What follows belongs to an exercise in optimizing a design on an open flow for small area, a short achievable clock period and few clock cycles per item; a production flow would make more cautious choices.
In this exercise RTL edits were held to simulation tests only and were not proved equivalent to the original.
Power is estimated from default activity; no workload was simulated.

<file path="flow/config.mk">
export PLATFORM = sky130hd
export DESIGN_NAME = double_to_integer_round_convert
export DESIGN_NICKNAME = double_to_integer_round_convert
export VERILOG_FILES = /design/flow/design.v
export SDC_FILE = /design/flow/constraint.sdc
export NUM_CORES = 4
export LEC_CHECK = 0
export CAP_MARGIN = 20
export CORE_MARGIN = 2
export CORE_UTILIZATION = 65
export SLEW_MARGIN = 20
</file>
<file path="flow/constraint.sdc">
create_clock -name core_clock -period 13.5 [get_ports {aclk}]
set_input_delay 2.7000 -clock core_clock [delete_from_list [all_inputs] [get_ports {aclk}]]
set_output_delay 2.7000 -clock core_clock [all_outputs]
set_load 0.01 [all_outputs]
</file>
<file path="flow/design.v">
package d2i_pkg;
    localparam logic [1:0] MD_NEAR = 2'd0;
    localparam logic [1:0] MD_ZERO = 2'd1;
    localparam logic [1:0] MD_UP   = 2'd2;
    localparam logic [1:0] MD_DOWN = 2'd3;
    localparam logic [1:0] REQ_INTEGRAL = 2'd0;
    localparam logic [1:0] REQ_SIGNED   = 2'd1;
    function automatic logic [1:0] enc_mode(input logic [2:0] c);
        case (c)
            3'd1:    enc_mode = MD_ZERO;
            3'd2:    enc_mode = MD_UP;
            3'd3:    enc_mode = MD_DOWN;
            default: enc_mode = MD_NEAR;
        endcase
    endfunction
    function automatic logic ge_c(input logic [10:0] v, input logic [10:0] c);
        ge_c = 1'b1;
        for (int i = 0; i < 11; i++) ge_c = c[i] ? (v[i] & ge_c) : (v[i] | ge_c);
    endfunction
endpackage
module d2i_align (
    input  logic [1:0]  req,
    input  logic [63:0] x,
    input  logic [1:0]  md,
    output logic [63:0] a,       
    output logic        inc,     
    output logic        inx,     
    output logic        xs,      
    output logic        kig,     
    output logic        ovf
);
    logic        s;
    logic [10:0] e;
    logic [51:0] f;
    logic        hid, fnz;
    logic        special, big, ovl, tiny, lt1, is_int, k_int, k_intg;
    logic [63:0] t, r, lm, mk;
    logic [5:0]  u;
    logic [63:0] th;
    logic        ulo;
    logic [51:0] fm;
    logic [52:0] sb;
    logic [52:0] m;
    logic        rnd, stk, lsb;   
    logic        g_nx, g_ne;      
    always_comb begin
        s   = x[63];
        e   = x[62:52];
        f   = x[51:0];
        hid = (e != 11'd0);
        fnz = (f != 52'd0);
        m   = {hid, f};
        special = (e == 11'h7FF);
        big  = d2i_pkg::ge_c(e, 11'd1075);
        ovl  = d2i_pkg::ge_c(e, 11'd1139);
        tiny = !d2i_pkg::ge_c(e, 11'd1012);
        lt1  = !d2i_pkg::ge_c(e, 11'd1023);
        is_int = (req != d2i_pkg::REQ_INTEGRAL);
        k_int  = is_int && !special;
        k_intg = !is_int && !special && !big;
        t = {11'd0, m};
        r = {t[50:0], t[63:51]};
        for (int k = 0; k < 6; k++)
            if (e[k]) r = (r << (1 << k)) | (r >> (64 - (1 << k)));
        u   = e[5:0];
        ulo = !d2i_pkg::ge_c({5'd0, u}, 11'd51);
        for (int j = 0; j < 64; j++) th[j] = d2i_pkg::ge_c({5'd0, u}, 11'(j + 1));
        for (int i = 0; i < 64; i++)
            lm[i] = (i >= 13) ? (th[(i + 51) % 64] && ulo) : (th[i + 51] || ulo);
        for (int i = 0; i < 52; i++) fm[i] = !lm[63 - i];
        for (int i = 0; i < 53; i++) sb[i] = !lm[62 - i];
        if (big) mk = ovl ? 64'd0 : ~lm;
        else     mk = tiny ? 64'd0 : lm;
        if (special || big) begin
            rnd = 1'b0;
            stk = 1'b0;
            lsb = 1'b0;
        end else if (tiny) begin
            rnd = 1'b0;
            stk = hid | fnz;
            lsb = 1'b0;
        end else begin
            rnd = r[63];
            stk = |(m & sb);
            lsb = r[0];
        end
        g_nx = (k_int || k_intg) &&
               ((md == d2i_pkg::MD_UP && !s) || (md == d2i_pkg::MD_DOWN && s));
        g_ne = (k_int || k_intg) && (md == d2i_pkg::MD_NEAR);
        inc  = (g_nx && (rnd || stk)) || (g_ne && rnd && (stk || lsb));
        inx  = rnd || stk;
        xs   = k_int && s;
        kig  = k_intg;
        ovf  = 1'b0;
        if (special) begin
            if (is_int) begin
                a   = {fnz, 63'd0};
                ovf = (req == d2i_pkg::REQ_SIGNED);
            end else begin
                a   = {x[63:52], x[51] | fnz, x[50:0]};
            end
        end else if (is_int) begin
            a = (r & mk) ^ {64{s}};
            if (big && req == d2i_pkg::REQ_SIGNED)
                ovf = s ? (d2i_pkg::ge_c(e, 11'd1087) || (e == 11'd1086 && fnz))
                        : d2i_pkg::ge_c(e, 11'd1086);
        end else if (big) begin
            a = x;
        end else if (lt1) begin
            a = {s, 63'h3FEF_FFFF_FFFF_FFFF};
        end else begin
            a = {x[63:52], f | fm};
        end
    end
endmodule
module d2i_round (
    input  logic [63:0] a,
    input  logic        inc,
    input  logic        xs,
    input  logic        kig,
    output logic [63:0] res
);
    logic [63:0] sum;
    logic [63:0] keep;
    logic        lt1;
    logic [5:0]  n;
    always_comb begin
        sum = a + {63'd0, inc ^ xs};
        lt1 = (a[62:52] == 11'h3FE);
        n   = 6'(6'd51 - a[57:52]);
        for (int i = 0; i < 64; i++)
            keep[i] = inc || !kig || (i == 63) ||
                      (!lt1 && !d2i_pkg::ge_c({5'd0, n}, 11'(i + 1)));
        res = sum & keep;
    end
endmodule
module double_to_integer_round_convert (
    input  logic        aclk,
    input  logic        aresetn,
    input  logic        cfg_valid,
    output logic        cfg_ready,
    input  logic [2:0]  cfg_data,
    input  logic        s_valid,
    output logic        s_ready,
    input  logic [1:0]  s_req_type,
    input  logic [63:0] s_operand_bits,
    input  logic [2:0]  s_round_sel,
    output logic        m_valid,
    input  logic        m_ready,
    output logic [63:0] m_result_bits,
    output logic        m_inexact_flag,
    output logic        m_overflow_flag
);
    logic [1:0]  mode_reg;
    logic        in_valid_reg;
    logic [1:0]  in_req_reg;
    logic [63:0] in_x_reg;
    logic [1:0]  in_mode_reg;
    logic        mid_valid_reg;
    logic [63:0] mid_a_reg;
    logic        mid_inc_reg;
    logic        mid_inx_reg;
    logic        mid_xs_reg;
    logic        mid_kig_reg;
    logic        mid_ovf_reg;
    logic        out_valid_reg;
    logic [63:0] out_res_reg;
    logic        out_inx_reg;
    logic        out_ovf_reg;
    logic        skid_valid_reg;
    logic        ready_reg;          
    logic [63:0] skid_res_reg;
    logic        skid_inx_reg;
    logic        skid_ovf_reg;
    logic        go;
    logic [63:0] a;
    logic        inc, xs, kig, ovf;
    logic [63:0] res;
    logic        inx;
    assign cfg_ready = 1'b1;
    assign go      = !skid_valid_reg;
    assign s_ready = ready_reg;
    always_ff @(posedge aclk) begin
        if (!aresetn) mode_reg <= d2i_pkg::MD_NEAR;
        else if (cfg_valid) mode_reg <= d2i_pkg::enc_mode(cfg_data);
    end
    always_ff @(posedge aclk) begin
        if (!aresetn) in_valid_reg <= 1'b0;
        else if (go) in_valid_reg <= s_valid;
        if (go) begin
            in_req_reg  <= s_req_type;
            in_x_reg    <= s_operand_bits;
            in_mode_reg <= (s_round_sel == 3'd0) ? mode_reg : d2i_pkg::enc_mode(s_round_sel);
        end
    end
    d2i_align u_align (.req(in_req_reg), .x(in_x_reg), .md(in_mode_reg),
                       .a(a), .inc(inc), .inx(inx),
                       .xs(xs), .kig(kig), .ovf(ovf));
    always_ff @(posedge aclk) begin
        if (!aresetn) mid_valid_reg <= 1'b0;
        else if (go) mid_valid_reg <= in_valid_reg;
        if (go) begin
            mid_a_reg   <= a;
            mid_inc_reg <= inc;
            mid_inx_reg <= inx;
            mid_xs_reg  <= xs;
            mid_kig_reg <= kig;
            mid_ovf_reg <= ovf;
        end
    end
    d2i_round u_round (.a(mid_a_reg), .inc(mid_inc_reg), .xs(mid_xs_reg),
                       .kig(mid_kig_reg), .res(res));
    always_ff @(posedge aclk) begin
        if (!aresetn) begin
            out_valid_reg  <= 1'b0;
            skid_valid_reg <= 1'b0;
            ready_reg      <= 1'b1;
        end else begin
            if (skid_valid_reg) begin
                if (m_ready) begin
                    out_valid_reg  <= 1'b1;
                    skid_valid_reg <= 1'b0;
                    ready_reg      <= 1'b1;
                end
            end else if (!out_valid_reg || m_ready) begin
                out_valid_reg <= mid_valid_reg;
            end else if (mid_valid_reg) begin
                skid_valid_reg <= 1'b1;
                ready_reg      <= 1'b0;
            end
        end
        if (skid_valid_reg) begin
            if (m_ready) begin
                out_res_reg <= skid_res_reg;
                out_inx_reg <= skid_inx_reg;
                out_ovf_reg <= skid_ovf_reg;
            end
        end else if (!out_valid_reg || m_ready) begin
            out_res_reg <= res;
            out_inx_reg <= mid_inx_reg;
            out_ovf_reg <= mid_ovf_reg;
        end else begin
            skid_res_reg <= res;
            skid_inx_reg <= mid_inx_reg;
            skid_ovf_reg <= mid_ovf_reg;
        end
    end
    assign m_valid         = out_valid_reg;
    assign m_result_bits   = out_res_reg;
    assign m_inexact_flag  = out_inx_reg;
    assign m_overflow_flag = out_ovf_reg;
endmodule
</file>
<file path="flow/flow/run.sh">
#!/bin/bash
# The standard layout (standard.sh: the standard synthesis, then ORFS to the
# final layout), with setup repair aimed at a 3.9 ns period instead of the
# 13.5 ns clock: SETUP_SLACK_MARGIN makes repair_timing keep going until each
# path has that much slack. The constraints themselves are unchanged.
# Every ORFS step writes its own log under orfs/logs/; make's output goes to
# flow_make.log in the work folder.
set -euo pipefail
bash standard.sh SETUP_SLACK_MARGIN=9.6 finish > flow_make.log 2>&1
</file>
<file path="flow/standard.sh">
#!/bin/bash
# synth_recipe.tcl (not shown) runs the flow's synth.tcl, then flattens the netlist and writes it again
# the make line also repeats each setting of config.mk as NAME=value (left out here)
make -C /OpenROAD-flow-scripts/flow DESIGN_CONFIG=/design/flow/config.mk WORK_HOME=/design/flow/orfs CLKGATE_MAP_FILE= SYNTH_SCRIPT=/design/flow/synth_recipe.tcl "${@:-finish}"
</file>
==> impl_metrics.yaml <==
outcome:
  status: "no timing/DRC/antenna violations"
final_layout:
  nNetsFinal: 2187
  drive_gt1_share_pct: 16.8
  instances_no_fill: 2525
  area_growth_pct: 12.5
floorplanning:
  coreArea_mm2: 0.0308
  initial_utilization_pct: 66.4
  die_h_um: 181
  die_w_um: 181
  io_pins: 146
  core.rowCount: 64
  dieArea_mm2: 0.0329
clock_tree:
  cts_tree: "built"
  clkTransAtPathRegs_ns: 0.06
  ctsRootBufferMaster: "clkbuf_16"
  cts.path.max_buffers: 3
  cts_sinks: 276
  cts_made_buffers: 30
  holdBufCountCts: 0
  worstSkewPairLatency_ns: 0.61
  cts.htree.levels: 1
setup_path:
  cp.arrival_ns: 4.37
  startpoint_type: "flop"
  cp_max_fo: 58
  worstSetupPathType: "reg -> reg"
  cp.required_ns: 13.74
  end_kind: "flop"
global_route:
  antenna_found_initial: 4
  grtUsageTotal_pct: 51.0
  grt_pass1_wl_um: 123000
  grt_pass1_vias: 18879
  grt_max_degree: 93
  grt_overflow: 0
drt:
  totalWireLength_um: 85700
  via_per_inst: 8.02
  drt-wirelength-per-cell_um: 34.0
  ant_nets: 0
  vias: 20252
  drc: 0
  dr.pass1.iters: 17
  drt_iter0_markers: 4228
sta:
  slew_headroom_pct: 23.0
  maxSlewViolCount: 0
  worst_slack_ns: 9.37
  tightest_slew_ns: 1.15
  rsz0062_at_grt: "true"
  max_clock_freq_ghz: 0.242
  min_period_ns: 4.13
  hold_viol: 0
  skew_ns: 0.0229
  fin_crit_sh_pct: 30.6
  setup_violations: 0
  fin_hold_ws_ns: 0.491
  setup_tns_ns: 0
pwr:
  switchingPower_uw: 905
  p_per_area_mw_per_mm2: 119
  totalPowerFinal_uw: 2740
  pwr-share-seq_pct: 41.0
  power.leakage_uw: 0.00808
  p_clk_share_pct: 33.0
  peakVddDrop_uv: 113
  p_comb_share_pct: 26.0
  p_int_uw: 1840
  p_sw_share_pct: 33.0
logic_synthesis:
  syn_inst: 2045
  synth.most_common_cell: "edfxtp_1"
  postSynthNetCount: 2131
  avgSynthCellArea_um2: 10.0
  async_flop_share_pct: 0
  synth.area.top_cells: "edfxtp_1 (39%), mux4_2 (8.3%), mux2i_1 (4.0%)"
  syn-cell-area_mm2: 0.0205
  netlist_top_cells_count: "edfxtp_1 (269), nor2_1 (183), nand2_1 (168), a21oi_1 (160), o21ai_0 (147)"
  synth_cell_type_count: 93
  ys_ff_latch: 276
  synth-edff-count: 269
  synth_seq_area_share_pct: 40.2
  synth_top_area_cell: "edfxtp_1"
  synth.yosys.warnings: 3
  ys.flop_type: "edfxtp_1"
  synth_top_area_share_pct: 39.5
placed_design:
  portBuffers: 144
  hpwl_um: 58400
  dp_cells: 2449
  pre_cts_slack_ns: 8.74
  place_congestion: 1.29
min_path:
  min_path_type: "reg -> reg"
run:
  drv_cap: 0
-- final timing paths --
path                     start            end  slack, ns  cells after the start
setup reg to reg  in_x_reg[53]  mid_a_reg[40]       9.37                     10
hold reg to reg    mode_reg[1]    mode_reg[1]       0.49                      2
hold / removal     mode_reg[1]    mode_reg[1]       0.49                      2
setup / recovery  in_x_reg[53]  mid_a_reg[40]       9.37                     10
-- timing repair --
item / CTS / global route
buffers inserted: 4 / 9
gates resized for setup: 236 / 63
pin swaps: 0 / 2
endpoints found under the hold margin: 0 / 0
gates cloned: 0 / 2
endpoints found under the setup margin: 177 / 182
-- logic make-up after synthesis --
family | share of synthesized area, %
mux | 17.0
simple gates | 14.8
other cells | 0.0183
flops | 40.2
fa+ha+maj | 0.551
buf+inv | 4.67
compound gates | 20.1
xor+xnor | 2.70
-- per-layer routing --
layer,global-route usage (%),part of all wire [%]
met1,58.2,31
met2,73.4,41
met3,23.0,16
met4,42.1,12
met5,2.22,0.17
-- power groups by stage --
| stage | clock network [uW] | logic (uW) | registers [uW] |
|---|---|---|---|
| global route | 938 | 729 | 1120 |
| detailed placement | 0 | 668 | 1130 |
| global placement | 0 | 656 | 1120 |
| CTS | 907 | 658 | 1110 |
| floorplan | 0 | 407 | 1100 |
| finish | 906 | 712 | 1120 |
-- per-stage QoR --
| stage | util, % | instance area, um^2 |
|---|---|---|
| floorplan | - | 20500 |
| global placement | 71.0 | 21900 |
| detailed placement | 71.0 | 21900 |
| CTS | 74.3 | 22900 |
| global route | 74.6 | 23000 |
| finish | 74.7 | 23000 |
-- cell type report --
cell class | instances | area (um^2)
antenna | 4 | 10.0
inverter | 29 | 114
tap | 396 | 495
clock inverter | 23 | 332
fill | 2073 | 7810
sequential | 276 | 8220
multi-input combinational | 1569 | 11400
timing repair buffer | 195 | 1650
clock buffer | 33 | 762
-- cell usage in the layout (no fill, tap or decap), types with 8 or more instances in the layout --
cell,n
nor2b_1,13
o22ai_1,21
clkdlybuf4s50_1,76
xor2_1,29
a21o_1,16
o211ai_1,34
and4_1,11
a31oi_1,25
inv_1,23
buf_4,37
nand3b_1,10
and2_1,17
mux4_2,75
mux2i_1,81
or3_1,16
o21a_1,8
a21oi_1,159
and3_1,17
a21boi_0,8
clkbuf_2,13
mux2_2,70
a22oi_1,11
o21ai_0,146
nand4_1,21
nand3_1,53
buf_2,48
a221oi_1,10
clkbuf_16,31
a211oi_1,43
nor2_1,178
xnor2_1,33
ha_1,9
nand2b_1,21
nor4_1,19
nand2_1,168
o31ai_1,40
nor3_1,49
edfxtp_1,269
-- worst max-delay path, cell delays in order (launching register included) --
cell	delay, ns
edfxtp_1	0.33
buf_4	0.35
buf_12	0.36
inv_1	0.15
clkbuf_8	0.30
mux2_2	0.35
mux2i_1	0.28
mux2i_1	0.15
o211ai_1	0.95
mux2i_1	0.27
o21ai_0	0.23
Testbench counts, summed over its fixed seeds: cycles 24,024, items 24,000.

==> static timing again, ports no longer ideal <==
How much do the figures lean on ideal ports? The routed layout below was timed once more, with nothing changed but the port constraints.
Step 1: set_driving_cell puts a clkbuf_16 on aclk and a buf_2 on each other input, an assumption about the parent block.
Step 2 also shifts input and output timing later by t, the mid clock arrival at the registers, as if the neighbouring blocks saw the same clock.
Three values: ideal ports, drivers, drivers and shift; two values: the first two.
shift t [ns]: 0.651
setup WS [ns]: 9.370 / 9.370 / 9.051
worst slew at a driven data input, ns: 0.06
After both steps setup and hold are still met in this run. For this run, drivers alone change the setup slack by 0.000 ns; drivers and shift together by -0.319 ns.
